What follows belongs to an exercise in optimizing a design on an open flow for small area, a short achievable clock period and few clock cycles per item; a production flow would make more cautious choices. In this exercise RTL edits were held to simulation tests only and were not proved equivalent to the original. Power figures rest on the tool's default switching activity, not on a simulated workload.

==> design/flow/design.v <==
`default_nettype none
package lgs_pkg;
   localparam int MAX_SIDE = 64;
   localparam int ROW_W    = 64;
   localparam int IDX_W    = $clog2(MAX_SIDE);
   localparam int SIDE_W   = IDX_W + 1;
   localparam int COUNT_W  = 4;
   localparam logic [SIDE_W-1:0] BOARD_SIZE_RESET = SIDE_W'(MAX_SIDE);
   localparam logic [COUNT_W-1:0] KEEP_COUNT  = COUNT_W'(2);
   localparam logic [COUNT_W-1:0] BIRTH_COUNT = COUNT_W'(3);
   localparam int CSR_DATA_W  = 32;
   localparam int CSR_ADDR_W  = 3;
   localparam int CSR_IDX_LSB = 2;
   localparam logic [CSR_ADDR_W-CSR_IDX_LSB-1:0] REG_BOARD_SIZE = '0;
   function automatic logic [SIDE_W-1:0] side_in_use(input logic [SIDE_W-1:0] size);
      logic [SIDE_W-1:0] s;
      s = size;
      if (s == '0) begin
         s = SIDE_W'(1);
      end
      if (s > SIDE_W'(MAX_SIDE)) begin
         s = SIDE_W'(MAX_SIDE);
      end
      side_in_use = s;
   endfunction
   function automatic logic [ROW_W-1:0] from_lower(input logic [ROW_W-1:0] w,
                                                   input logic [SIDE_W-1:0] side);
      logic [IDX_W-1:0] last;
      last = IDX_W'(side - SIDE_W'(1));
      from_lower = {w[ROW_W-2:0], w[last]};
   endfunction
   function automatic logic [ROW_W-1:0] from_upper(input logic [ROW_W-1:0] w,
                                                   input logic [SIDE_W-1:0] side);
      logic [IDX_W-1:0] last;
      logic [ROW_W-1:0] res;
      last = IDX_W'(side - SIDE_W'(1));
      for (int c = 0; c < ROW_W - 1; c++) begin
         res[c] = (IDX_W'(c) == last) ? w[0] : w[c+1];
      end
      res[ROW_W-1] = w[0];
      from_upper = res;
   endfunction
   function automatic logic [ROW_W-1:0] life_row(input logic [ROW_W-1:0] above,
                                                 input logic [ROW_W-1:0] here,
                                                 input logic [ROW_W-1:0] below,
                                                 input logic [SIDE_W-1:0] side);
      logic [ROW_W-1:0] al, ar, hl, hr, bl, br;
      logic [ROW_W-1:0] res;
      logic [COUNT_W-1:0] cnt;
      al = from_lower(above, side);
      ar = from_upper(above, side);
      hl = from_lower(here, side);
      hr = from_upper(here, side);
      bl = from_lower(below, side);
      br = from_upper(below, side);
      for (int c = 0; c < ROW_W; c++) begin
         cnt = COUNT_W'(al[c]) + COUNT_W'(above[c]) + COUNT_W'(ar[c])
             + COUNT_W'(hl[c]) + COUNT_W'(hr[c])
             + COUNT_W'(bl[c]) + COUNT_W'(below[c]) + COUNT_W'(br[c]);
         res[c] = ((cnt == BIRTH_COUNT) || ((cnt == KEEP_COUNT) && here[c]))
                  && (SIDE_W'(c) < side);
      end
      life_row = res;
   endfunction
endpackage
`default_nettype wire
`default_nettype none
module lgs_ram #(
   parameter int WIDTH  = 64,
   parameter int DEPTH  = 64,
   parameter int ADDR_W = $clog2(DEPTH)
) (
   input  wire logic              clock,
   input  wire logic              wr_en,
   input  wire logic [ADDR_W-1:0] wr_addr,
   input  wire logic [WIDTH-1:0]  wr_data,
   input  wire logic              rd_en,
   input  wire logic [ADDR_W-1:0] rd_addr,
   output logic      [WIDTH-1:0]  rd_data
);
   logic [WIDTH-1:0] mem_ff [DEPTH];
   logic [WIDTH-1:0] rd_data_ff;
   always_ff @(posedge clock) begin
      if (wr_en) begin
         mem_ff[wr_addr] <= wr_data;
      end
      if (rd_en) begin
         rd_data_ff <= mem_ff[rd_addr];
      end
   end
   assign rd_data = rd_data_ff;
endmodule
`default_nettype wire
`default_nettype none
module life_generation_step_core (
   input  wire logic                                     clock,
   input  wire logic                                     reset,
   input  wire logic                                     req_valid,
   output logic                                          req_stall,
   input  wire logic [lgs_pkg::ROW_W-1:0]                req_row_bits,
   output logic                                          rsp_valid,
   input  wire logic                                     rsp_stall,
   output logic      [lgs_pkg::ROW_W-1:0]                rsp_next_row_bits,
   output logic      [lgs_pkg::IDX_W-1:0]                rsp_row_number,
   output logic                                          rsp_last_row,
   input  wire logic                                     csr_psel,
   input  wire logic                                     csr_penable,
   input  wire logic                                     csr_pwrite,
   input  wire logic [lgs_pkg::CSR_ADDR_W-1:0]           csr_paddr,
   input  wire logic [lgs_pkg::CSR_DATA_W-1:0]           csr_pwdata,
   output logic      [lgs_pkg::CSR_DATA_W-1:0]           csr_prdata,
   output logic                                          csr_pready
);
   localparam int W = lgs_pkg::ROW_W;
   logic [6:0] bsz_ff;
   logic [5:0] last_ff;      
   logic [5:0] lm1_ff;       
   logic       side2_ff, side63_ff, tiny_ff;
   logic [5:0] seg_en_ff;    
   logic       side1;
   logic [1:0] cp_last;      
   logic       csr_write;
   logic [6:0] w_side;       
   logic [5:0] w_vlen;
   assign csr_pready = 1'b1;
   assign csr_write  = csr_psel && csr_penable && csr_pwrite && !csr_paddr[2];
   assign csr_prdata = csr_paddr[2] ? 32'd0 : {25'd0, bsz_ff};
   assign side1   = tiny_ff && !side2_ff;
   assign cp_last = side1 ? 2'd3 : side2_ff ? 2'd1 : 2'd0;
   assign w_side  = lgs_pkg::side_in_use(csr_pwdata[6:0]);
   assign w_vlen  = (w_side <= 7'd2) ? 6'd1 : 6'(w_side - 7'd3);
   always_ff @(posedge clock) begin
      if (reset) begin
         bsz_ff    <= 7'd64;
         last_ff   <= 6'd63;
         lm1_ff    <= 6'd63;
         side2_ff  <= 1'b0;
         side63_ff <= 1'b0;
         tiny_ff   <= 1'b0;
         seg_en_ff <= 6'b111111;
      end else if (csr_write) begin
         bsz_ff    <= csr_pwdata[6:0];
         last_ff   <= 6'(w_side - 7'd1);
         lm1_ff    <= (w_side <= 7'd2) ? 6'd3 : 6'(w_side - 7'd1);
         side2_ff  <= (w_side == 7'd2);
         side63_ff <= (w_side == 7'd63);
         tiny_ff   <= (w_side <= 7'd2);
         seg_en_ff <= (w_vlen >= 6'd32) ? {1'b1, 5'(w_vlen - 6'd30)} : {1'b0, w_vlen[4:0]};
      end
   end
   logic [5:0] q_ff;         
   logic [5:0] ld_cnt_ff;    
   logic [5:0] ld_slot_ff;   
   logic [5:0] ld_off_ff;    
   logic [1:0] cp_ff;        
   logic       em_act_ff;    
   logic [5:0] em_cnt_ff;    
   logic [5:0] em_slot_ff;   
   logic [5:0] nxt_off_ff;   
   logic [6:0] d_ff;         
   logic       out_v_ff;
   logic [W-1:0] out_bits_ff;
   logic [5:0] out_row_ff;
   logic       out_last_ff;
   logic       here_ff;      
   logic       p_ff, qq_ff;  
   logic       cw_ff;        
   logic       qlast_ff;     
   logic       ldlast_ff;    
   logic       emlast_ff;    
   logic [5:0] q_inc, ld_off_inc;
   logic       fire, ok, accept, cwr, wr, complete, first, out_v_n, em_act_n;
   logic       x_es, x_lo, x_qlo, x_no, x_ls, y_ld1, y_em1, q_l, cpf0, cpf1;
   logic       d_eq0, d_eq1, d_eq2, d_gt0, d_gt1, d_gt2;
   logic       here_n, qlast_n, ldlast_n, emlast_n, hit_n, fin_n, tiny_n;
   logic       deq1_n, dgt1_n, safe_a, can_a, can_b, cw_n, p_n;
   assign q_inc      = qlast_ff ? 6'd0 : q_ff + 6'd1;
   assign ld_off_inc = (ld_off_ff == lm1_ff) ? 6'd0 : ld_off_ff + 6'd1;
   assign fire       = em_act_ff && here_ff && (!out_v_ff || !rsp_stall);
   assign ok         = p_ff || (qq_ff && !rsp_stall);
   assign req_stall  = !ok;
   assign accept     = req_valid && ok;
   assign cwr        = req_valid && cw_ff;
   assign wr         = accept || cwr;
   assign complete   = accept && ldlast_ff;
   assign first      = (ld_cnt_ff == 6'd0) && (cp_ff == 2'd0);
   assign out_v_n    = fire || (out_v_ff && rsp_stall);
   assign em_act_n   = complete || (em_act_ff && !(fire && emlast_ff));
   assign x_es  = (q_inc == em_slot_ff);
   assign x_lo  = (q_inc == ld_off_ff);
   assign x_qlo = (q_ff == ld_off_ff);
   assign x_no  = (q_inc == nxt_off_ff);
   assign x_ls  = (q_inc == ld_slot_ff);
   assign y_ld1 = (ld_cnt_ff + 6'd1 == last_ff);
   assign y_em1 = (em_cnt_ff + 6'd1 == last_ff);
   assign q_l   = (q_inc == lm1_ff);
   assign cpf0  = (cp_ff == cp_last);
   assign cpf1  = (cp_ff + 2'd1 == cp_last);
   assign d_eq0 = (d_ff == 7'd0);
   assign d_eq1 = (d_ff == 7'd1);
   assign d_eq2 = (d_ff == 7'd2);
   assign d_gt0 = !d_ff[6] && (d_ff > 7'd0);
   assign d_gt1 = !d_ff[6] && (d_ff > 7'd1);
   assign d_gt2 = !d_ff[6] && (d_ff > 7'd2);
   always_comb begin
      here_n   = fire || (complete ? x_lo : x_es);
      qlast_n  = !csr_write && q_l;
      emlast_n = complete ? side1 : (fire ? y_em1 : emlast_ff);
      if (csr_write) begin
         ldlast_n = (w_side == 7'd1);
         hit_n    = 1'b1;
         fin_n    = (w_side > 7'd2);
         tiny_n   = (w_side <= 7'd2);
      end else begin
         tiny_n = tiny_ff;
         if (accept) begin
            ldlast_n = ldlast_ff ? side1 : y_ld1;
            hit_n    = ldlast_ff ? x_qlo : 1'b1;
            fin_n    = !tiny_ff;
         end else if (cwr) begin
            ldlast_n = ldlast_ff;
            hit_n    = side1;
            fin_n    = cpf1;
         end else begin
            ldlast_n = ldlast_ff;
            hit_n    = first ? (!em_act_n || x_no) : x_ls;
            fin_n    = cpf0;
         end
      end
      if (complete) begin
         deq1_n = 1'b0;
         dgt1_n = 1'b0;
      end else if (fire && !accept) begin
         deq1_n = d_eq0;
         dgt1_n = d_gt0;
      end else if (!fire && accept) begin
         deq1_n = d_eq2;
         dgt1_n = d_gt2;
      end else begin
         deq1_n = d_eq1;
         dgt1_n = d_gt1;
      end
      safe_a = !em_act_n || (!tiny_n && !ldlast_n && dgt1_n);
      can_a  = hit_n && fin_n && safe_a;
      can_b  = hit_n && fin_n && em_act_n && !tiny_n && !ldlast_n && deq1_n && here_n;
      cw_n   = tiny_n && hit_n && !em_act_n && !fin_n;
      p_n    = can_a || (can_b && !out_v_n);
   end
   always_ff @(posedge clock) begin
      if (reset) begin
         q_ff      <= '0;
         ld_cnt_ff <= '0;
         cp_ff     <= '0;
         em_act_ff <= 1'b0;
         out_v_ff  <= 1'b0;
         qlast_ff  <= 1'b0;
         ldlast_ff <= 1'b0;
         p_ff      <= 1'b1;
         qq_ff     <= 1'b0;
         cw_ff     <= 1'b0;
      end else begin
         q_ff      <= csr_write ? 6'd0 : q_inc;
         if (cwr) begin
            cp_ff <= cp_ff + 2'd1;
         end else if (accept) begin
            cp_ff <= 2'd0;
         end
         if (accept) begin
            ld_cnt_ff <= ldlast_ff ? 6'd0 : ld_cnt_ff + 6'd1;
         end
         em_act_ff <= em_act_n;
         out_v_ff  <= out_v_n;
         qlast_ff  <= qlast_n;
         ldlast_ff <= ldlast_n;
         p_ff      <= p_n;
         qq_ff     <= can_b;
         cw_ff     <= cw_n;
      end
      if (wr && first) begin
         ld_off_ff <= q_ff;
      end
      if (cwr) begin
         ld_slot_ff <= {4'd0, q_ff[1:0] + (side2_ff ? 2'd2 : 2'd1)};
      end else if (accept) begin
         ld_slot_ff <= q_inc;
      end
      if (complete) begin
         em_cnt_ff  <= '0;
         em_slot_ff <= ld_off_ff;
         nxt_off_ff <= ld_off_inc;
         d_ff       <= '0;
      end else begin
         if (fire) begin
            em_cnt_ff  <= em_cnt_ff + 6'd1;
            em_slot_ff <= q_inc;
         end
         d_ff <= d_ff + 7'(fire) - 7'(accept);
      end
      here_ff   <= here_n;
      emlast_ff <= emlast_n;
      if (fire) begin
         out_row_ff  <= em_cnt_ff;
         out_last_ff <= emlast_ff;
      end
   end
   logic [W-1:0] in_row;
   always_comb begin
      in_row[0] = req_row_bits[0];
      for (int c = 1; c < W - 1; c++) begin
         in_row[c] = (6'(c - 1) == last_ff) ? req_row_bits[0] : req_row_bits[c];
      end
      in_row[W-1] = req_row_bits[last_ff];
   end
   logic [W-1:0] s0_ff, a_ff, b_ff, prev_ff;
   logic [W-1:0] seg1_ff  [1];
   logic [W-1:0] seg2_ff  [2];
   logic [W-1:0] seg4_ff  [4];
   logic [W-1:0] seg8_ff  [8];
   logic [W-1:0] seg16_ff [16];
   logic [W-1:0] seg30_ff [30];
   logic [W-1:0] x1, x2, x4, x8, x16, x30;
   assign x1  = seg_en_ff[0] ? seg1_ff[0]   : s0_ff;
   assign x2  = seg_en_ff[1] ? seg2_ff[1]   : x1;
   assign x4  = seg_en_ff[2] ? seg4_ff[3]   : x2;
   assign x8  = seg_en_ff[3] ? seg8_ff[7]   : x4;
   assign x16 = seg_en_ff[4] ? seg16_ff[15] : x8;
   assign x30 = seg_en_ff[5] ? seg30_ff[29] : x16;
   always_ff @(posedge clock) begin
      s0_ff <= wr ? in_row : b_ff;
      seg1_ff[0] <= s0_ff;
      seg2_ff[0] <= x1;
      for (int i = 1; i < 2; i++) seg2_ff[i] <= seg2_ff[i-1];
      seg4_ff[0] <= x2;
      for (int i = 1; i < 4; i++) seg4_ff[i] <= seg4_ff[i-1];
      seg8_ff[0] <= x4;
      for (int i = 1; i < 8; i++) seg8_ff[i] <= seg8_ff[i-1];
      seg16_ff[0] <= x8;
      for (int i = 1; i < 16; i++) seg16_ff[i] <= seg16_ff[i-1];
      seg30_ff[0] <= x16;
      for (int i = 1; i < 30; i++) seg30_ff[i] <= seg30_ff[i-1];
      a_ff <= x30;
      b_ff <= a_ff;
      if (complete) begin
         prev_ff <= in_row;
      end else if (fire) begin
         prev_ff <= b_ff;
      end
   end
   logic [W-1:0] above, here, below;
   logic [W-1:0] vs, vc;       
   logic [W-1:0] next_row;
   assign above = prev_ff;
   assign here  = b_ff;
   assign below = a_ff;
   always_comb begin
      for (int c = 0; c < W; c++) begin
         vs[c] = above[c] ^ here[c] ^ below[c];
         vc[c] = (above[c] & here[c]) | (above[c] & below[c]) | (here[c] & below[c]);
      end
      for (int c = 0; c < W; c++) begin
         int l, r;
         logic [3:0] t;
         logic ls, lc, rs, rc;
         l = (c + W - 1) % W;
         r = (c + 1) % W;
         ls = vs[l];
         lc = vc[l];
         rs = vs[r];
         rc = vc[r];
         if (c == W - 2) begin
            rs = side63_ff ? vs[0] : vs[r];
            rc = side63_ff ? vc[0] : vc[r];
         end
         t = {3'd0, ls} + {2'd0, lc, 1'b0} + {3'd0, vs[c]} + {2'd0, vc[c], 1'b0}
           + {3'd0, rs} + {2'd0, rc, 1'b0};
         next_row[c] = ((t == 4'd3) || (here[c] && (t == 4'd4))) && (6'(c) <= last_ff);
      end
   end
   always_ff @(posedge clock) begin
      if (fire) begin
         out_bits_ff <= next_row;
      end
   end
   assign rsp_valid         = out_v_ff;
   assign rsp_next_row_bits = out_bits_ff;
   assign rsp_row_number    = out_row_ff;
   assign rsp_last_row      = out_last_ff;
endmodule
`default_nettype wire
==> design/flow/run.sh <==
#!/bin/bash
# synth_recipe.tcl (not shown) runs the flow's synth.tcl, then flattens the netlist and writes it again
# the make line also repeats each setting of config.mk as NAME=value (left out here)
make -C /OpenROAD-flow-scripts/flow DESIGN_CONFIG=/design/flow/config.mk WORK_HOME=/design/flow/orfs CLKGATE_MAP_FILE= SYNTH_SCRIPT=/design/flow/synth_recipe.tcl finish
==> design/flow/config.mk <==
export PLATFORM = sky130hd
export DESIGN_NAME = life_generation_step_core
export DESIGN_NICKNAME = life_generation_step_core
export VERILOG_FILES = /design/flow/design.v
export SDC_FILE = /design/flow/constraint.sdc
export NUM_CORES = 4
export LEC_CHECK = 0
export CAP_MARGIN = 20
export CORE_MARGIN = 2
export CORE_UTILIZATION = 65
export CTS_CLUSTER_DIAMETER = 80
export CTS_CLUSTER_SIZE = 30
export PLACE_DENSITY = 0.75
export SETUP_SLACK_MARGIN = 3.8
export SLEW_MARGIN = 20
==> design/flow/constraint.sdc <==
create_clock -name core_clock -period 7.0 [get_ports {clock}]
set_input_delay 1.4000 -clock core_clock [delete_from_list [all_inputs] [get_ports {clock}]]
set_output_delay 1.4000 -clock core_clock [all_outputs]
set_load 0.01 [all_outputs]
==> results of run 1 <==
## layer usage
layer | global-route usage | up-vias | part of all wire
li1 | - | 21700 | -
met1 | 0.319 | 21900 | 0.47
met2 | 0.331 | 1005 | 0.44
met3 | 0.0503 | 247 | 0.072
met4 | 0.0499 | 36 | 0.019
met5 | 0 | - | 0.0012
## worst reg2reg max path, cell delays in order (launching register included)
cell,delay (ns)
dfxtp_2,0.86
nor2b_1,0.83
nand2_1,0.36
nor2_1,0.45
a31oi_1,0.15
o311a_1,0.21
a21oi_1,0.14
## power groups by stage
| stage | clock network [uW] | registers, uW | logic, uW |
|---|---|---|---|
| 6_report | 11700 | 28600 | 1880 |
| 5_1_grt | 12700 | 28800 | 2110 |
| 4_1_cts | 11900 | 28600 | 1870 |
| 3_5_place_dp | 0 | 29100 | 1840 |
| 3_3_place_gp | 0 | 29000 | 1760 |
| 2_1_floorplan | 0 | 28700 | 1310 |
## cells by family after synthesis
group,count (synthesis),synth area share
buffers and inverters,386,0.0147
DFF,4318,0.826
other,2,0.0000705
adders and majority gates,350,0.0547
AOI/OAI and AO/OA,359,0.0194
xor gates and xnor gates,67,0.00551
and+or+nand+nor,670,0.0282
muxes,484,0.0510
## path summary, 6_finish.rpt
path / from / end / slack [ns]
max: rsp_stall / req_stall / 3.72
min: seg30_ff[9][48] / seg30_ff[10][48] / 0.32
max reg2reg: last_ff[3] / prev_ff[63] / 3.88
min reg2reg: seg30_ff[9][48] / seg30_ff[10][48] / 0.32
## layout make-up
cell class                 instances  area (um^2)  area share
tap                             2175         2720      0.0236
sequential                      4318        88000       0.762
clock buffer                     196         4360      0.0378
clock inverter                    32          464     0.00402
timing repair buffer             195         1830      0.0159
inverter                         221          846     0.00732
multi-input combinational       1956        17200       0.149
timing repair inverter             1         5.00   0.0000433
antenna                            7         17.5    0.000152
## metrics by stage
| stage | cell area [um^2] | total power (uW) | hold WS, ns |
|---|---|---|---|
| after CTS | 115000 | 42400 | 0.320 |
| final | 115000 | 42100 | 0.321 |
| after detailed placement | 111000 | 30900 | 0.312 |
| after global placement | 111000 | 30700 | 0.310 |
| after global routing | 115000 | 43700 | 0.325 |
| after floorplan | 107000 | 30000 | 0.310 |
## flip-flops by register name (all words and copies together) (netlist names), 64 cells and up
name         flops
seg16_ff      1024
b_ff            64
seg8_ff        512
s0_ff           64
a_ff            64
seg2_ff        128
out_bits_ff     64
prev_ff         64
seg1_ff         64
seg4_ff        256
seg30_ff      1920
## layout by cell type, fill, tap and decap left out, types with 81 or more instances in the layout
cell type        synthesis  routed
fa_1                   193     192
clkdlybuf4s50_1          0      85
a21oi_1                145     142
inv_1                  218     217
nor3_1                  89      87
mux2_2                 327     327
nor2_1                 195     189
edfxtp_1               156     156
dfxtp_1               4162    4150
mux2i_1                 85      84
clkbuf_16                0     170
ha_1                   157     155
o21ai_0                 97      97
nand3_1                 82      81
nand2_1                216     214
## timing repair
item | 4_1_cts | 5_1_grt
buffers inserted | 4 | 2
cloned | 0 | 1
endpoints found under the setup margin | 321 | 50
pin swaps | 1 | 2
gates resized for setup | 117 | 21
==> flow_summary.ini, run 1 <==
[grt]
grt_start_max_net_pins = 73
grt-ovfl-total = 0
grt_usage = 0.217
antenna_found_initial = 38
grt_pass1_vias = 45700
grt_pass1_wl_mm = 275

[power_and_ir_drop]
pwr-share-comb = 0.045
p_per_area_nw_per_um2 = 365
p_seq_frac = 0.678
p_leak_uw = 0.0468
p_switching_uw = 8980
peakVddDrop_uv = 321
p_int_uw = 33100
switching_share = 0.213
clkPwrFrac = 0.277

[yosys]
synthArstFlopShare = 0
avgSynthCellArea_um2 = 16.0
yosys.area.top_type = dfxtp_1
yosysMostFrequentCell = dfxtp_1
synth.top_cells.by_count = 4,162 x dfxtp_1, 327 x mux2_2, 218 x inv_1, 216 x nand2_1, 195 x nor2_1
ys_ff_latch = 4318
synth_warnings = 7
yosys-top-cells-area = dfxtp_1 78%, edfxtp_1 4.4%, fa_1 3.6%
synth_edf_count = 156
ys_seq_area_frac = 0.826
synth_ff_type = dfxtp_1
synth_top_area_frac = 0.782
synthCells = 6636
synthDistinctLibCells = 75
netlist_area_um2 = 106000

[route]
drc = 0
ant_nets = 0
post_drt_wl_per_cell_um = 20.0
via_count = 44900
drt_first_pass_iters = 8
drt-total-wl_mm = 182
drtIter0Drc = 2985
vias_per_cell = 4.93

[floorplan]
dieArea_um2 = 167000
num_rows = 148
io_pins = 212
die-height_um = 409
initial_core_util = 0.654
dieWidth_um = 409
core_um2 = 163000

[final_layout]
area_growth_pct = 8.42
n_fill_cell = 10300
post-route-util = 0.709
drive_gt1_frac = 0.0929
nNetsFinal = 7317
stdcell_count = 9101

[worst_setup_path]
required_ns = 5.60
slowest_delay_ns = 0.15
crit_buf_inv = 2
cp_max_fo = 2
r2r_cells = 6
cp_num_cells = 4
cp.arrival_ns = 1.88
worstSetupPathType = input pin to output port
critPathSlowestCell = buf_4
crit_family = buffers and inverters
cp-start-kind = input pin
crit_path_end_kind = output port
crit_path_cell_trace = buf_4 -> nor2b_4 -> nor2_4 -> clkbuf_2

[sta]
period_minus_slack_ns = 3.28
setup_ws_ns = 3.72
fin_crit_sh = 0.469
rsz0062_at_grt = true
fmax_mhz = 304
tightestPinTransition_ns = 1.13
max_slew_margin = 0.241
drv_slew = 0
setup_viol = 0
hold_viol_final = 0
setup_tns_ns = 0
fin_skew_ns = 0.0339

[placement]
dpl.cell_count = 8859
portBuffers = 158
place_hpwl_mm = 115
routabilityCongestion = 0.864
dp_slack_ns = 2.00

[hold_path]
hold_depth = 0
hold_path.class = flip-flop to flip-flop

[cts]
cts_sinks = 4318
clk_latency_ns = 0.81
numCtsBuffers = 168
clockBufferDepth = 3
cts_root_buffer = clkbuf_16
htree_levels = 4
cts.reportedPaths.clkPinSlew_ns = 0.10
cts_tree = done
holdBufCountCts = 0

[run_status]
status = timing/DRC/antenna clean

[job]
maxCapViolCount = 0
Testbench counts, summed over its fixed seeds: cycles 4,692, rows 3,301.
==> run 2, diff against run 1 <==
--- a/design/flow/design.v
+++ b/design/flow/design.v
@@ -207,10 +207,10 @@
       qlast_n  = !csr_write && q_l;
       emlast_n = complete ? side1 : (fire ? y_em1 : emlast_ff);
       if (csr_write) begin
-         ldlast_n = (w_side == 7'd1);
+         ldlast_n = (csr_pwdata[6:1] == 6'd0);
          hit_n    = 1'b1;
-         fin_n    = (w_side > 7'd2);
-         tiny_n   = (w_side <= 7'd2);
+         fin_n    = !((csr_pwdata[6:2] == 5'd0) && !(csr_pwdata[1] && csr_pwdata[0]));
+         tiny_n   = (csr_pwdata[6:2] == 5'd0) && !(csr_pwdata[1] && csr_pwdata[0]);
       end else begin
          tiny_n = tiny_ff;
          if (accept) begin
@@ -359,8 +359,7 @@
       end
       for (int c = 0; c < W; c++) begin
          int l, r;
-         logic [3:0] t;
-         logic ls, lc, rs, rc;
+         logic ls, lc, rs, rc, s1, k1, s2, k2, x, y;
          l = (c + W - 1) % W;
          r = (c + 1) % W;
          ls = vs[l];
@@ -371,9 +370,11 @@
             rs = side63_ff ? vs[0] : vs[r];
             rc = side63_ff ? vc[0] : vc[r];
          end
-         t = {3'd0, ls} + {2'd0, lc, 1'b0} + {3'd0, vs[c]} + {2'd0, vc[c], 1'b0}
-           + {3'd0, rs} + {2'd0, rc, 1'b0};
-         next_row[c] = ((t == 4'd3) || (here[c] && (t == 4'd4))) && (6'(c) <= last_ff);
+         {k1, s1} = 2'(ls) + 2'(vs[c]) + 2'(rs);
+         {k2, s2} = 2'(lc) + 2'(vc[c]) + 2'(rc);
+         x = k1 ^ s2;
+         y = k2 ^ s2;
+         next_row[c] = (s1 ? (x & !k2) : (here[c] & !x & y)) && (6'(c) <= last_ff);
       end
    end
    always_ff @(posedge clock) begin
==> design/flow/flow/run.sh (new file) <==
#!/bin/bash
# The standard layout (standard.sh, unchanged synthesis and steps), except that
# buffer_ports puts plain buf_2 cells on the ports instead of the delay cells it picks
# by default. make's full output goes to standard.log in this folder.
set -uo pipefail
export BUFFER_PORTS_ARGS="-buffer_cell sky130_fd_sc_hd__buf_2"
bash standard.sh > standard.log 2>&1
status=$?
tail -20 standard.log
exit $status
==> design/flow/standard.sh (new file) <==
#!/bin/bash
# synth_recipe.tcl (not shown) runs the flow's synth.tcl, then flattens the netlist and writes it again
# the make line also repeats each setting of config.mk as NAME=value (left out here)
make -C /OpenROAD-flow-scripts/flow DESIGN_CONFIG=/design/flow/config.mk WORK_HOME=/design/flow/orfs CLKGATE_MAP_FILE= SYNTH_SCRIPT=/design/flow/synth_recipe.tcl "${@:-finish}"
removed: design/flow/run.sh
==> run 2 against run 1 <==
Effect of this change: non-clock buffer count increased by 6; count of clock-buffer cells in the layout rose by 1; power is 0.16% lower; via count increased by 0.25%.
==> flow_summary.ini, run 2 <==
[yosys]
avgSynthCellArea_um2 = 16.1
yosys-top-cells-area = dfxtp_1 79%, edfxtp_1 4.4%, mux2_2 4.1%
synth_top_area_frac = 0.786
synthDistinctLibCells = 75
synth_edf_count = 156
yosysMostFrequentCell = dfxtp_1
ys_ff_latch = 4318
yosys.area.top_type = dfxtp_1
synth_warnings = 7
netlist_area_um2 = 106000
synth_ff_type = dfxtp_1
ys_seq_area_frac = 0.831
synthCells = 6582
synth.top_cells.by_count = 4,162 x dfxtp_1, 382 x mux2_2, 299 x nor2_1, 240 x nand2_1, 193 x fa_1
synthArstFlopShare = 0

[power_and_ir_drop]
power_uw = 42000
p_leak_uw = 0.0467
peakVddDrop_uv = 362
p_per_area_nw_per_um2 = 368

[sta]
hold_viol_final = 0
fin_crit_sh = 0.463
max_slew_margin = 0.331
hold_slack_ns = 0.317
fin_skew_ns = 0.0329
setup_tns_ns = 0
period_minus_slack_ns = 3.24
drv_slew = 0
setup_viol = 0
rsz0062_at_grt = true
fmax_mhz = 308
tightestPinTransition_ns = 1.00

[final_layout]
seq_area_um2 = 88000
multi_input_area_um2 = 17200
largest_reg_flops = 1920
layout_commonest_cell = dfxtp_1
area_growth_pct = 7.76
reg.largest.list = seg30_ff (1920), seg16_ff (1024), seg8_ff (512)
post-route-util = 0.703
design_area_um2 = 114000
nNetsFinal = 7137
drive_gt1_frac = 0.125
final_cell_mix = 4,151 x dfxtp_1, 382 x mux2_2, 292 x nor2_1
n_fill_cell = 10200
top_register = seg30_ff

[grt]
grt_pass1_vias = 45900
grt-ovfl-total = 0
grt_start_max_net_pins = 88
antenna_found_initial = 37
grt_usage = 0.215
grt_pass1_wl_mm = 273

[worst_setup_path]
worstSetupPathType = input pin to output port
cp.arrival_ns = 1.84
crit_path_cell_trace = buf_8 -> nor2b_4 -> nor2_2 -> buf_2
cp-start-kind = input pin
crit_path_end_kind = output port
cp_max_fo = 3
required_ns = 5.60
critPathSlowestCell = nor2b_4
slowest_delay_ns = 0.15

[cts]
clk_latency_ns = 0.81
cts_sinks = 4318
clockBufferDepth = 3
htree_levels = 4
cts.reportedPaths.clkPinSlew_ns = 0.11
numCtsBuffers = 167
cts_tree = done
holdBufCountCts = 0
cts_root_buffer = clkbuf_16

[hold_path]
hold_path.class = flip-flop to flip-flop

[route]
post_drt_wl_per_cell_um = 19.7
via_count = 45000
vias_per_cell = 4.97
drt_first_pass_iters = 6
drc = 0
ant_nets = 0
drt-total-wl_mm = 178
drtIter0Drc = 3274

[placement]
routabilityCongestion = 0.904
placed_area_um2 = 109000
place_hpwl_mm = 112
portBuffers = 158

[floorplan]
die-height_um = 408
dieArea_um2 = 166000
io_pins = 212
core_um2 = 162000
num_rows = 148
dieWidth_um = 408
initial_core_util = 0.652

[run_status]
status = timing/DRC/antenna clean

[job]
maxCapViolCount = 0
==> run 2: cell count changes in the layout (fill, tap and decap cells not counted), sizes merged, moves of 43 or more <==
cell	before	now
inv	243	60
nor3	89	26
clkdlybuf4s50	85	0
nor3b	4	47
xnor2	43	95
o21ai	102	158
dlygate4sd2	57	0
nor2	195	299
ha	157	28
buf	48	201
==> run 2: critical path: cells and delay by family <==
family        cells  cell delay, ns
simple gates      2            0.20
buf+inv           2            0.24
==> run 2: repair_timing <==
item                       in CTS  in global routing
gates resized for setup        12                 16
pin swaps                       1                  2
setup endpoints to repair      49                 72
buffers inserted                4                  8
==> run 2: area by class of cell <==
cell class,count,share of cell area
Sequential cell,4318,0.771
Clock inverter,27,0.00375
Multi-Input combinational cell,2075,0.151
Timing Repair Buffer,201,0.0104
Clock buffer,197,0.0382
Inverter,47,0.00167
Antenna cell,6,0.000131
Tap cell,2175,0.0238
==> run 2: path summary, 6_finish.rpt <==
kind | from | end | slack (ns) | cells after the start
hold / removal | seg16_ff[4][20] | seg16_ff[5][20] | 0.32 | 0
setup reg to reg | last_ff[2] | prev_ff[5] | 3.90 | 6
hold reg to reg | seg16_ff[4][20] | seg16_ff[5][20] | 0.32 | 0
setup / recovery | rsp_stall | req_stall | 3.76 | 4
==> run 2: kinds of logic after synthesis <==
| family | Yosys count | synth area share |
|---|---|---|
| flip-flops | 4318 | 0.831 |
| multiplexers | 479 | 0.0524 |
| AO/OA/AOI/OAI | 432 | 0.0233 |
| buffers and inverters | 213 | 0.00888 |
| AND/OR/NAND/NOR | 799 | 0.0354 |
| adder cells (fa/ha/maj) | 221 | 0.0398 |
| XOR/XNOR | 118 | 0.00975 |
| other | 2 | 0.0000709 |
==> run 2: where the power goes <==
part           internal, uW  switching [uW]
combinational           767             987
sequential            27800             880
clock                  4580            7010
total                 33200            8880
==> run 2: per-layer routing <==
| metal | vias up | track usage | part of all wire | routed length (um) |
|---|---|---|---|---|
| li1 | 21700 | - | - | - |
| met1 | 21900 | 0.314 | 0.47 | 83000 |
| met2 | 1077 | 0.329 | 0.44 | 78200 |
| met3 | 272 | 0.0491 | 0.072 | 12900 |
| met4 | 30 | 0.0511 | 0.021 | 3760 |
| met5 | - | 0 | 0.00090 | 160 |
==> run 2: stage by stage <==
stage / cells / worst slack (ns)
global route: 9042 / 3.74
finish: 9046 / 3.76
detailed placement: 8804 / 2.93
CTS: 9032 / 3.75
global placement: 8804 / 2.89
floorplan: 6606 / 2.63
Testbench counts of run 2, summed over its fixed seeds: cycles 4,692, rows 3,301.
==> run 3, diff against run 2 <==
--- a/design/flow/design.v
+++ b/design/flow/design.v
@@ -298,10 +298,6 @@
       end
       here_ff   <= here_n;
       emlast_ff <= emlast_n;
-      if (fire) begin
-         out_row_ff  <= em_cnt_ff;
-         out_last_ff <= emlast_ff;
-      end
    end
    logic [W-1:0] in_row;
    always_comb begin
@@ -319,12 +315,12 @@
    logic [W-1:0] seg16_ff [16];
    logic [W-1:0] seg30_ff [30];
    logic [W-1:0] x1, x2, x4, x8, x16, x30;
-   assign x1  = seg_en_ff[0] ? seg1_ff[0]   : s0_ff;
-   assign x2  = seg_en_ff[1] ? seg2_ff[1]   : x1;
-   assign x4  = seg_en_ff[2] ? seg4_ff[3]   : x2;
-   assign x8  = seg_en_ff[3] ? seg8_ff[7]   : x4;
-   assign x16 = seg_en_ff[4] ? seg16_ff[15] : x8;
-   assign x30 = seg_en_ff[5] ? seg30_ff[29] : x16;
+   assign x1  = ~(seg_en_ff[0] ? seg1_ff[0]   : s0_ff);
+   assign x2  = ~(seg_en_ff[1] ? seg2_ff[1]   : x1);
+   assign x4  = ~(seg_en_ff[2] ? seg4_ff[3]   : x2);
+   assign x8  = ~(seg_en_ff[3] ? seg8_ff[7]   : x4);
+   assign x16 = ~(seg_en_ff[4] ? seg16_ff[15] : x8);
+   assign x30 = ~(seg_en_ff[5] ? seg30_ff[29] : x16);
    always_ff @(posedge clock) begin
       s0_ff <= wr ? in_row : b_ff;
       seg1_ff[0] <= s0_ff;
@@ -378,8 +374,10 @@
       end
    end
    always_ff @(posedge clock) begin
-      if (fire) begin
+      if (!out_v_ff || !rsp_stall) begin
          out_bits_ff <= next_row;
+         out_row_ff  <= em_cnt_ff;
+         out_last_ff <= emlast_ff;
       end
    end
    assign rsp_valid         = out_v_ff;
--- a/design/flow/config.mk
+++ b/design/flow/config.mk
@@ -11,5 +11,5 @@
 export CTS_CLUSTER_DIAMETER = 80
 export CTS_CLUSTER_SIZE = 30
 export PLACE_DENSITY = 0.75
-export SETUP_SLACK_MARGIN = 3.8
+export SETUP_SLACK_MARGIN = 4.0
 export SLEW_MARGIN = 20
==> run 3 against run 2 <==
Effect of this change: global-route usage is 0.57 points higher; via count is 1.8% higher; worst setup slack better by 0.0095 ns; synthesized cell count is 0.90% higher; maximum frequency is 0.29% higher; flip-flop and latch count stayed put; core utilization is 0.78 points higher; sequential power is 2% higher; critical endpoint unchanged; highest routed layer unchanged.
==> flow_summary.ini, run 3 <==
[run_status]
status = timing/DRC/antenna clean

[yosys]
synth_top_family_by_area = multiplexers
synth_warnings = 7
synthMuxAreaShare = 0.0476
synth-compound-area-share = 0.0264
synth_top_area_frac = 0.788
ys_seq_area_frac = 0.833
synthArstFlopShare = 0
yosys-top-cells-area = dfxtp_1 79%, edfxtp_1 4.4%, mux2i_1 4.3%
ys_ff_latch = 4318
synthAdderAreaFrac = 0.0399
synthCells = 6641
netlist_area_um2 = 106000
synth_edf_count = 156
yosysMostFrequentCell = dfxtp_1
yosys.area.top_type = dfxtp_1
synthDistinctLibCells = 79
synth.top_cells.by_count = 4,162 x dfxtp_1, 456 x mux2i_1, 318 x nor2_1, 242 x nand2_1, 193 x fa_1
avgSynthCellArea_um2 = 15.9
synth_ff_type = dfxtp_1
synthXorXnorAreaFrac = 0.00903
yosys.area_share.simple = 0.0348

[final_layout]
drive_gt1_frac = 0.0751
stdcell_count = 9129
largest_reg_flops = 1920
reg.largest.list = seg30_ff (1920), seg16_ff (1024), seg8_ff (512)
design_area_um2 = 114000
final_cell_mix = 4,149 x dfxtp_1, 454 x mux2i_1, 313 x nor2_1
area_growth_pct = 8.27
n_fill_cell = 9995
post-route-util = 0.711
nNetsFinal = 7209
layout_commonest_cell = dfxtp_1
top_register = seg30_ff

[sta]
setup_viol = 0
setup_tns_ns = 0
rsz0062_at_grt = true
tightestPinTransition_ns = 1.20
drv_slew = 0
max_slew_margin = 0.189
hold_viol_final = 0
hold_slack_ns = 0.306
fmax_mhz = 309
fin_crit_sh = 0.462
fin_skew_ns = 0.0338
period_minus_slack_ns = 3.23

[route]
drt_first_pass_iters = 6
drt-total-wl_mm = 183
ant_nets = 0
drc = 0
drtIter0Drc = 3217
via_count = 45800
vias_per_cell = 5.02
post_drt_wl_per_cell_um = 20.1

[placement]
dpl.cell_count = 8845
portBuffers = 158
place_hpwl_mm = 114
routabilityCongestion = 0.858
placed_area_um2 = 109000

[worst_setup_path]
cp.arrival_ns = 1.83
cp_max_fo = 3
crit_path_end_kind = output port
r2r_slack_ns = 4.02
worstSetupPathType = input pin to output port
cp-start-kind = input pin
required_ns = 5.60

[cts]
cts_root_buffer = clkbuf_16
htree_levels = 4
cts.reportedPaths.clkPinSlew_ns = 0.11
numCtsBuffers = 170
clockBufferDepth = 3
clk_latency_ns = 0.84
cts_sinks = 4318
cts_tree = done

[power_and_ir_drop]
peakVddDrop_uv = 350
p_per_area_nw_per_um2 = 386
p_leak_uw = 0.0489

[floorplan]
dieArea_um2 = 166000
die-height_um = 407
dieWidth_um = 407
core_um2 = 161000
num_rows = 147
initial_core_util = 0.657
io_pins = 212

[hold_path]
hold_path.class = flip-flop to flip-flop

[grt]
antenna_found_initial = 47
grt-ovfl-total = 0
grt_pass1_wl_mm = 278
grt_start_max_net_pins = 82
grt_pass1_vias = 46500
grt_usage = 0.220

[job]
maxCapViolCount = 0
==> run 3: cell count changes after synthesis, moves of 12 or more <==
cell,before,now
nor3b_1,47,32
mux2i_1,72,456
xnor2_1,95,83
mux2_2,382,12
nor2_1,299,318
==> run 3: path summary, 6_finish.rpt <==
| check | from | endpoint | cells after the start |
|---|---|---|---|
| min reg2reg | seg30_ff[19][15] | seg30_ff[20][15] | 0 |
| max | rsp_stall | req_stall | 4 |
| min | seg30_ff[19][15] | seg30_ff[20][15] | 0 |
| max reg2reg | last_ff[2] | prev_ff[63] | 8 |
==> run 3: final cells by class <==
type	count	area (um^2)	area share
sequential	4318	88000	0.770
clock buffer	205	4450	0.0389
multi-input combinational	2123	17000	0.149
clock inverter	34	489	0.00428
inverter	56	245	0.00214
antenna	20	50.0	0.000437
timing repair buffer	213	1380	0.0121
tap	2160	2700	0.0236
==> run 3: layer usage <==
| layer | part of all wire | global-route usage | vias up |
|---|---|---|---|
| met1 | 0.46 | 0.316 | 22300 |
| li1 | - | - | 22000 |
| met3 | 0.072 | 0.0564 | 315 |
| met2 | 0.44 | 0.332 | 1156 |
| met4 | 0.028 | 0.0695 | 44 |
| met5 | 0.0014 | 0 | - |
==> run 3: critical path, stage by stage <==
cell,delay (ns)
buf_12,0.11
nor2b_4,0.13
nor2_4,0.05
buf_6,0.14
==> run 3: cells by family (layout without fill, tap and decap cells) <==
logic type | Yosys count | count (layout)
AO/OA/AOI/OAI | 476 | 476
XOR/XNOR | 109 | 109
adder cells (fa/ha/maj) | 221 | 221
buffers and inverters | 226 | 508
flip-flops | 4318 | 4318
multiplexers | 483 | 483
other | 2 | 46
AND/OR/NAND/NOR | 806 | 808
==> run 3: where the power goes <==
part	internal, uW	leakage (uW)	switching, uW
clock	4700	0.00240	7140
combinational	1260	0.0101	1720
sequential	28200	0.0364	1170
total	34100	0.0489	10000
==> run 3: per-stage QoR <==
step,worst slack (ns),power (uW)
finish,3.77,44100
global route,3.75,45800
detailed placement,2.69,32700
CTS,3.77,44400
global placement,2.75,32500
floorplan,3.21,31400
==> run 3: repair_timing <==
item,4_1_cts,5_1_grt
buffers inserted,11,11
hold buffers,0,0
gates resized for setup,29,40
endpoints found under the setup margin,125,62
pin swaps,6,9
cloned,3,0
Testbench counts of run 3, summed over its fixed seeds: cycles 4,692, rows 3,301.
==> run 4, diff against run 3 <==
--- a/design/flow/config.mk
+++ b/design/flow/config.mk
@@ -7,9 +7,9 @@
 export LEC_CHECK = 0
 export CAP_MARGIN = 20
 export CORE_MARGIN = 2
-export CORE_UTILIZATION = 65
+export CORE_UTILIZATION = 70
 export CTS_CLUSTER_DIAMETER = 80
 export CTS_CLUSTER_SIZE = 30
-export PLACE_DENSITY = 0.75
+export PLACE_DENSITY = 0.8
 export SETUP_SLACK_MARGIN = 4.0
 export SLEW_MARGIN = 20
==> run 4 against run 3 <==
Effect of this change: combinational power rose by 2%; die area fell by 7.1%; global-route usage rose by 3.5 points; worst setup slack improved by 0.011 ns; power rose by 0.38%; non-clock buffer count fell by 4; flip-flop and latch count did not move; final cell count fell by 1.7%; largest cell class unchanged; sequential power barely moved.
==> flow_summary.ini, run 4 <==
[floorplan]
dieArea_um2 = 154000
initial_core_util = 0.705
num_rows = 142
dieWidth_um = 393
core_um2 = 150000
die-height_um = 393
io_pins = 212

[final_layout]
post-route-util = 0.762
final_cell_mix = 4,147 x dfxtp_1, 450 x mux2i_1, 312 x nor2_1
multi_input_area_um2 = 17100
seq_area_um2 = 88000
nNetsFinal = 7204
design_area_um2 = 114000
largest_reg_flops = 1920
top_register = seg30_ff
reg.largest.list = seg30_ff (1920), seg16_ff (1024), seg8_ff (512)
drive_gt1_frac = 0.0755
layout_commonest_cell = dfxtp_1
area_growth_pct = 8.10
n_fill_cell = 8423

[worst_setup_path]
r2r_slack_ns = 3.97
crit_path_end_kind = output port
reg2reg_from = last_ff[2]
required_ns = 5.60
cp-start-kind = input pin
worstSetupPathType = input pin to output port
cp.arrival_ns = 1.82
cp_max_fo = 3
crit_start = rsp_stall

[route]
via_count = 46300
drtIter0Drc = 3050
drc = 0
ant_nets = 0
post_drt_wl_per_cell_um = 21.7
vias_per_cell = 5.16
drt_first_pass_iters = 8
drt-total-wl_mm = 195

[yosys]
ys_seq_area_frac = 0.833
synthDistinctLibCells = 79
yosys-top-cells-area = dfxtp_1 79%, edfxtp_1 4.4%, mux2i_1 4.3%
synth_warnings = 7
synth.top_cells.by_count = 4,162 x dfxtp_1, 456 x mux2i_1, 318 x nor2_1, 242 x nand2_1, 193 x fa_1
synth_top_area_frac = 0.788
netlist_area_um2 = 106000
synth_ff_type = dfxtp_1
avgSynthCellArea_um2 = 15.9
yosys.area.top_type = dfxtp_1
synth_edf_count = 156
synthCells = 6641
ys_ff_latch = 4318
synthArstFlopShare = 0
yosysMostFrequentCell = dfxtp_1

[sta]
fin_crit_sh = 0.460
fmax_mhz = 310
max_slew_margin = 0.339
fin_skew_ns = 0.0361
drv_slew = 0
rsz0062_at_grt = true
tightestPinTransition_ns = 0.989
period_minus_slack_ns = 3.22
setup_tns_ns = 0
setup_viol = 0
hold_viol_final = 0

[cts]
numCtsBuffers = 168
cts_root_buffer = clkbuf_16
cts.reportedPaths.clkPinSlew_ns = 0.10
clockBufferDepth = 3
cts_sinks = 4318
clk_latency_ns = 0.82
cts_tree = done
htree_levels = 4

[power_and_ir_drop]
peakVddDrop_uv = 362
power_uw = 44300
p_leak_uw = 0.0488
p_per_area_nw_per_um2 = 388

[grt]
grt_pass1_vias = 47900
top_usage_layer = met2
grt_start_max_net_pins = 85
grt_use_met1 = 0.349
grt_usage = 0.256
grtUsageMet2 = 0.408
met3_usage = 0.0669
antenna_found_initial = 54
grt_pass1_wl_mm = 292
grt-ovfl-total = 0

[placement]
portBuffers = 158
place_hpwl_mm = 118
placed_area_um2 = 109000
routabilityCongestion = 0.896

[hold_path]
hold_path.class = flip-flop to flip-flop
min-delay-start = seg30_ff[9][24]

[run_status]
status = timing/DRC/antenna clean

[job]
maxCapViolCount = 0
## run 4: cell counts after synthesis
No cell type changed its count.
## run 4: through the flow
stage               hold WS [ns]  setup slack, ns  cells
finish                     0.317             3.78   8978
global route               0.315             3.76   8963
CTS                        0.318             3.76   8949
detailed placement         0.312             2.53   8698
global placement           0.310             2.58   8698
floorplan                  0.310             3.21   6665
## run 4: area by class of cell
cell class	instances	area share
Clock inverter	22	0.00302
Inverter	56	0.00200
Clock buffer	211	0.0396
Tap cell	2016	0.0221
Multi-Input combinational cell	2124	0.150
Antenna cell	22	0.000482
Sequential cell	4318	0.771
Timing Repair Buffer	209	0.0120
## run 4: routing by layer
layer	vias to the layer above	wire, um
li1	22000	-
met1	22700	84100
met2	1258	90500
met3	350	15000
met4	42	4770
met5	-	266
## run 4: worst paths after layout
path	to	depth (start not counted)
worst min-delay path	seg30_ff[10][24]	0
worst min register to register	seg30_ff[10][24]	0
worst max-delay path	req_stall	4
worst max register to register	prev_ff[35]	6
## run 4: worst max-delay path, cell delays in order
cell and delay [ns]:
buf_12 0.11, nor2b_4 0.13, nor2_4 0.05, buf_6 0.13
## run 4: logic make-up (layout without fill, tap and decap cells)
| kind of cell | after synthesis | after routing | share of synthesized area |
|---|---|---|---|
| flops | 4318 | 4318 | 0.833 |
| fa+ha+maj | 221 | 221 | 0.0399 |
| mux | 483 | 483 | 0.0476 |
| buf+inv | 226 | 498 | 0.00945 |
| simple gates | 806 | 809 | 0.0348 |
| xor+xnor | 109 | 109 | 0.00903 |
| other cells | 2 | 48 | 0.0000711 |
| compound gates | 476 | 476 | 0.0264 |
## run 4: power breakdown
| group | switching, uW | internal, uW |
|---|---|---|
| Sequential | 1280 | 28200 |
| Combinational | 1760 | 1260 |
| Clock | 7140 | 4710 |
| Total | 10200 | 34100 |
## run 4: what timing repair did
item,4_1_cts,5_1_grt
cloned,3,1
pin swaps,14,12
resized for setup,58,39
buffers inserted,15,6
hold buffers,0,0
endpoints found under the hold margin,0,0
endpoints found under the setup margin,159,123
==> run 5, diff against run 4 <==
--- a/design/flow/config.mk
+++ b/design/flow/config.mk
@@ -7,9 +7,9 @@
 export LEC_CHECK = 0
 export CAP_MARGIN = 20
 export CORE_MARGIN = 2
-export CORE_UTILIZATION = 70
+export CORE_UTILIZATION = 76
 export CTS_CLUSTER_DIAMETER = 80
 export CTS_CLUSTER_SIZE = 30
-export PLACE_DENSITY = 0.8
+export PLACE_DENSITY = 0.84
 export SETUP_SLACK_MARGIN = 4.0
 export SLEW_MARGIN = 20
==> run 5 against run 4 <==
Effect of this change: still clean on timing, DRC and antenna; wire length rose by 7.1%; non-clock buffer count increased by 10; register-to-register slack better by 0.05 ns; largest power group unchanged.
==> flow_summary.ini, run 5 <==
[sta]
period_minus_slack_ns = 3.23
setup_tns_ns = 0
fin_crit_sh = 0.462
max_slew_margin = 0.262
tightestPinTransition_ns = 1.11
fin_skew_ns = 0.0421
fmax_mhz = 310
drv_slew = 0
setup_viol = 0
rsz0062_at_grt = true
hold_viol_final = 0

[hold_path]
hold_path.class = flip-flop to flip-flop

[worst_setup_path]
cp.arrival_ns = 1.83
crit_path_end_kind = output port
required_ns = 5.60
worstSetupPathType = input pin to output port
cp_max_fo = 2
slowest_delay_ns = 0.14
cp-start-kind = input pin
crit_path_cell_trace = buf_12 -> nor2b_4 -> nor2_4 -> buf_6
critPathSlowestCell = buf_6

[route]
drc = 0
drt-total-wl_mm = 208
dr_wl_met3_mm = 17.1
via_count = 48000
drtIter0Drc = 4458
m1WireLength_mm = 84.8
post_drt_wl_per_cell_um = 23.8
dr_wl_met2_mm = 98.7
top_layer = met5
ant_nets = 0
drt_first_pass_iters = 6
vias_per_cell = 5.48

[grt]
grt_pass1_wl_mm = 310
antenna_found_initial = 56
grt_start_max_net_pins = 85
grt_pass1_vias = 49900
grt_usage = 0.295
grt-ovfl-total = 0

[yosys]
synthCells = 6641
yosys-top-cells-area = dfxtp_1 79%, edfxtp_1 4.4%, mux2i_1 4.3%
synth_edf_count = 156
synth_ff_type = dfxtp_1
ys_seq_area_frac = 0.833
synthArstFlopShare = 0
synth.top_cells.by_count = 4,162 x dfxtp_1, 456 x mux2i_1, 318 x nor2_1, 242 x nand2_1, 193 x fa_1
synth_warnings = 7
synthDistinctLibCells = 79
netlist_area_um2 = 106000
avgSynthCellArea_um2 = 15.9
ys_ff_latch = 4318
yosysMostFrequentCell = dfxtp_1
synth_top_area_frac = 0.788
yosys.area.top_type = dfxtp_1

[placement]
place_hpwl_mm = 124
routabilityCongestion = 0.899
placed_area_um2 = 108000
dpl.cell_count = 8475
portBuffers = 158

[final_layout]
area_growth_pct = 7.79
layout_commonest_cell = dfxtp_1
nNetsFinal = 7212
n_fill_cell = 6312
drive_gt1_frac = 0.0766
reg.largest.list = seg30_ff (1920), seg16_ff (1024), seg8_ff (512)
top_register = seg30_ff
largest_reg_flops = 1920
stdcell_count = 8758
final_cell_mix = 4,147 x dfxtp_1, 449 x mux2i_1, 314 x nor2_1
design_area_um2 = 114000

[power_and_ir_drop]
p_leak_uw = 0.0488
p_per_area_nw_per_um2 = 390
peakVddDrop_uv = 307

[cts]
htree_levels = 4
clockBufferDepth = 3
cts.reportedPaths.clkPinSlew_ns = 0.11
numCtsBuffers = 167
cts_root_buffer = clkbuf_16
clk_latency_ns = 0.85
cts_tree = done
cts_sinks = 4318

[job]
maxCapViolCount = 0

[floorplan]
io_pins = 212
core_um2 = 138000
die-height_um = 377
dieArea_um2 = 142000
dieWidth_um = 377
initial_core_util = 0.768
num_rows = 136

[run_status]
status = timing/DRC/antenna clean
[run 5: final cells by class]
class                      instances  area, um^2  share of cell area
antenna                           18        45.0            0.000395
clock buffer                     201        4340              0.0381
clock inverter                    29         417             0.00366
inverter                          56         243             0.00213
multi-input combinational       2123       17100               0.150
sequential                      4318       88000               0.773
tap                             1794        2240              0.0197
timing repair buffer             219        1470              0.0129
[run 5: logic make-up (layout without fill, tap and decap cells)]
group,count (synthesis),in the layout,synth area share
flip-flops,4318,4318,0.833
AO/OA/AOI/OAI,476,476,0.0264
multiplexers,483,483,0.0476
other,2,44,0.0000711
buffers and inverters,226,505,0.00945
XOR/XNOR,109,109,0.00903
AND/OR/NAND/NOR,806,808,0.0348
adder cells (fa/ha/maj),221,221,0.0399
[run 5: repair_timing]
action                                  in CTS  in global routing
resized for setup                           48                 42
hold buffers                                 0                  0
setup buffers                               15                 15
endpoints found under the setup margin      97                 40
cloned                                       2                  3
pin swaps                                    8                  9
[run 5: worst max-delay path: cells and delay by family]
family / cells / cell delay (ns)
and+or+nand+nor: 2 / 0.18
buffers and inverters: 2 / 0.25
[run 5: report_power, final]
group          leakage [uW]  switching, uW  total [uW]  internal [uW]
registers            0.0364           1340       29500          28200
clock network       0.00231           7160       11700           4560
logic                0.0101           1890        3170           1280
total                0.0488          10400       44400          34000
[run 5: worst paths after layout]
check / slack [ns] / endpoint / from / cells past startpoint
worst min-delay path: 0.32 / seg30_ff[23][39] / seg30_ff[22][39] / 0
worst max register to register: 4.02 / prev_ff[63] / last_ff[3] / 8
worst max-delay path: 3.77 / req_stall / rsp_stall / 4
worst min register to register: 0.32 / seg30_ff[23][39] / seg30_ff[22][39] / 0
[run 5: metrics by stage]
step	hold WS (ns)	worst slack, ns	utilization	total power (uW)
floorplan	0.310	3.21	-	31400
global placement	0.310	2.68	0.788	32400
detailed placement	0.312	2.55	0.788	32900
CTS	0.307	3.73	0.825	44500
global route	0.313	3.75	0.827	45800
finish	0.316	3.77	0.827	44400
[run 5: routing by layer]
layer | global-route usage | up-vias
met4 | 0.103 | 54
met5 | 0 | -
li1 | - | 21900
met2 | 0.479 | 1920
met3 | 0.0775 | 578
met1 | 0.389 | 23500

[afterwards: timing with drivers on the ports]
Ports are ideal in the flow. The routed layouts listed here were re-timed in OpenROAD.
Step 1: set_driving_cell puts a clkbuf_16 on clock and a buf_2 on each other input, an assumption about the parent block.
Step 2 also shifts input and output timing later by t, the mid clock arrival at the registers, as if the neighbouring blocks saw the same clock.
a / b / c = ideal ports / drivers / drivers and shift; a / b = the first two.
| run | shift t [ns] | setup slack, ns | clock arrival spread, ns | worst slew at a driven data input, ns | pins driven straight from the clock port |
|---|---|---|---|---|---|
| run 1 | 0.886 | 3.715 / 3.691 / 3.022 | 0.044 / 0.044 | 0.22 | 1 |
| run 2 | 0.882 | 3.757 / 3.712 / 3.002 | 0.039 / 0.040 | 0.17 | 1 |
| run 3 | 0.901 | 3.767 / 3.700 / 3.031 | 0.037 / 0.037 | 0.23 | 1 |
| run 4 | 0.893 | 3.778 / 3.672 / 3.101 | 0.042 / 0.041 | 0.21 | 1 |
| run 5 | 0.906 | 3.769 / 3.691 / 2.999 | 0.048 / 0.048 | 0.24 | 1 |
After both steps every run listed still meets setup and hold. For run 5, which loses most, drivers alone change the setup slack by -0.078 ns; drivers and shift together by -0.770 ns.
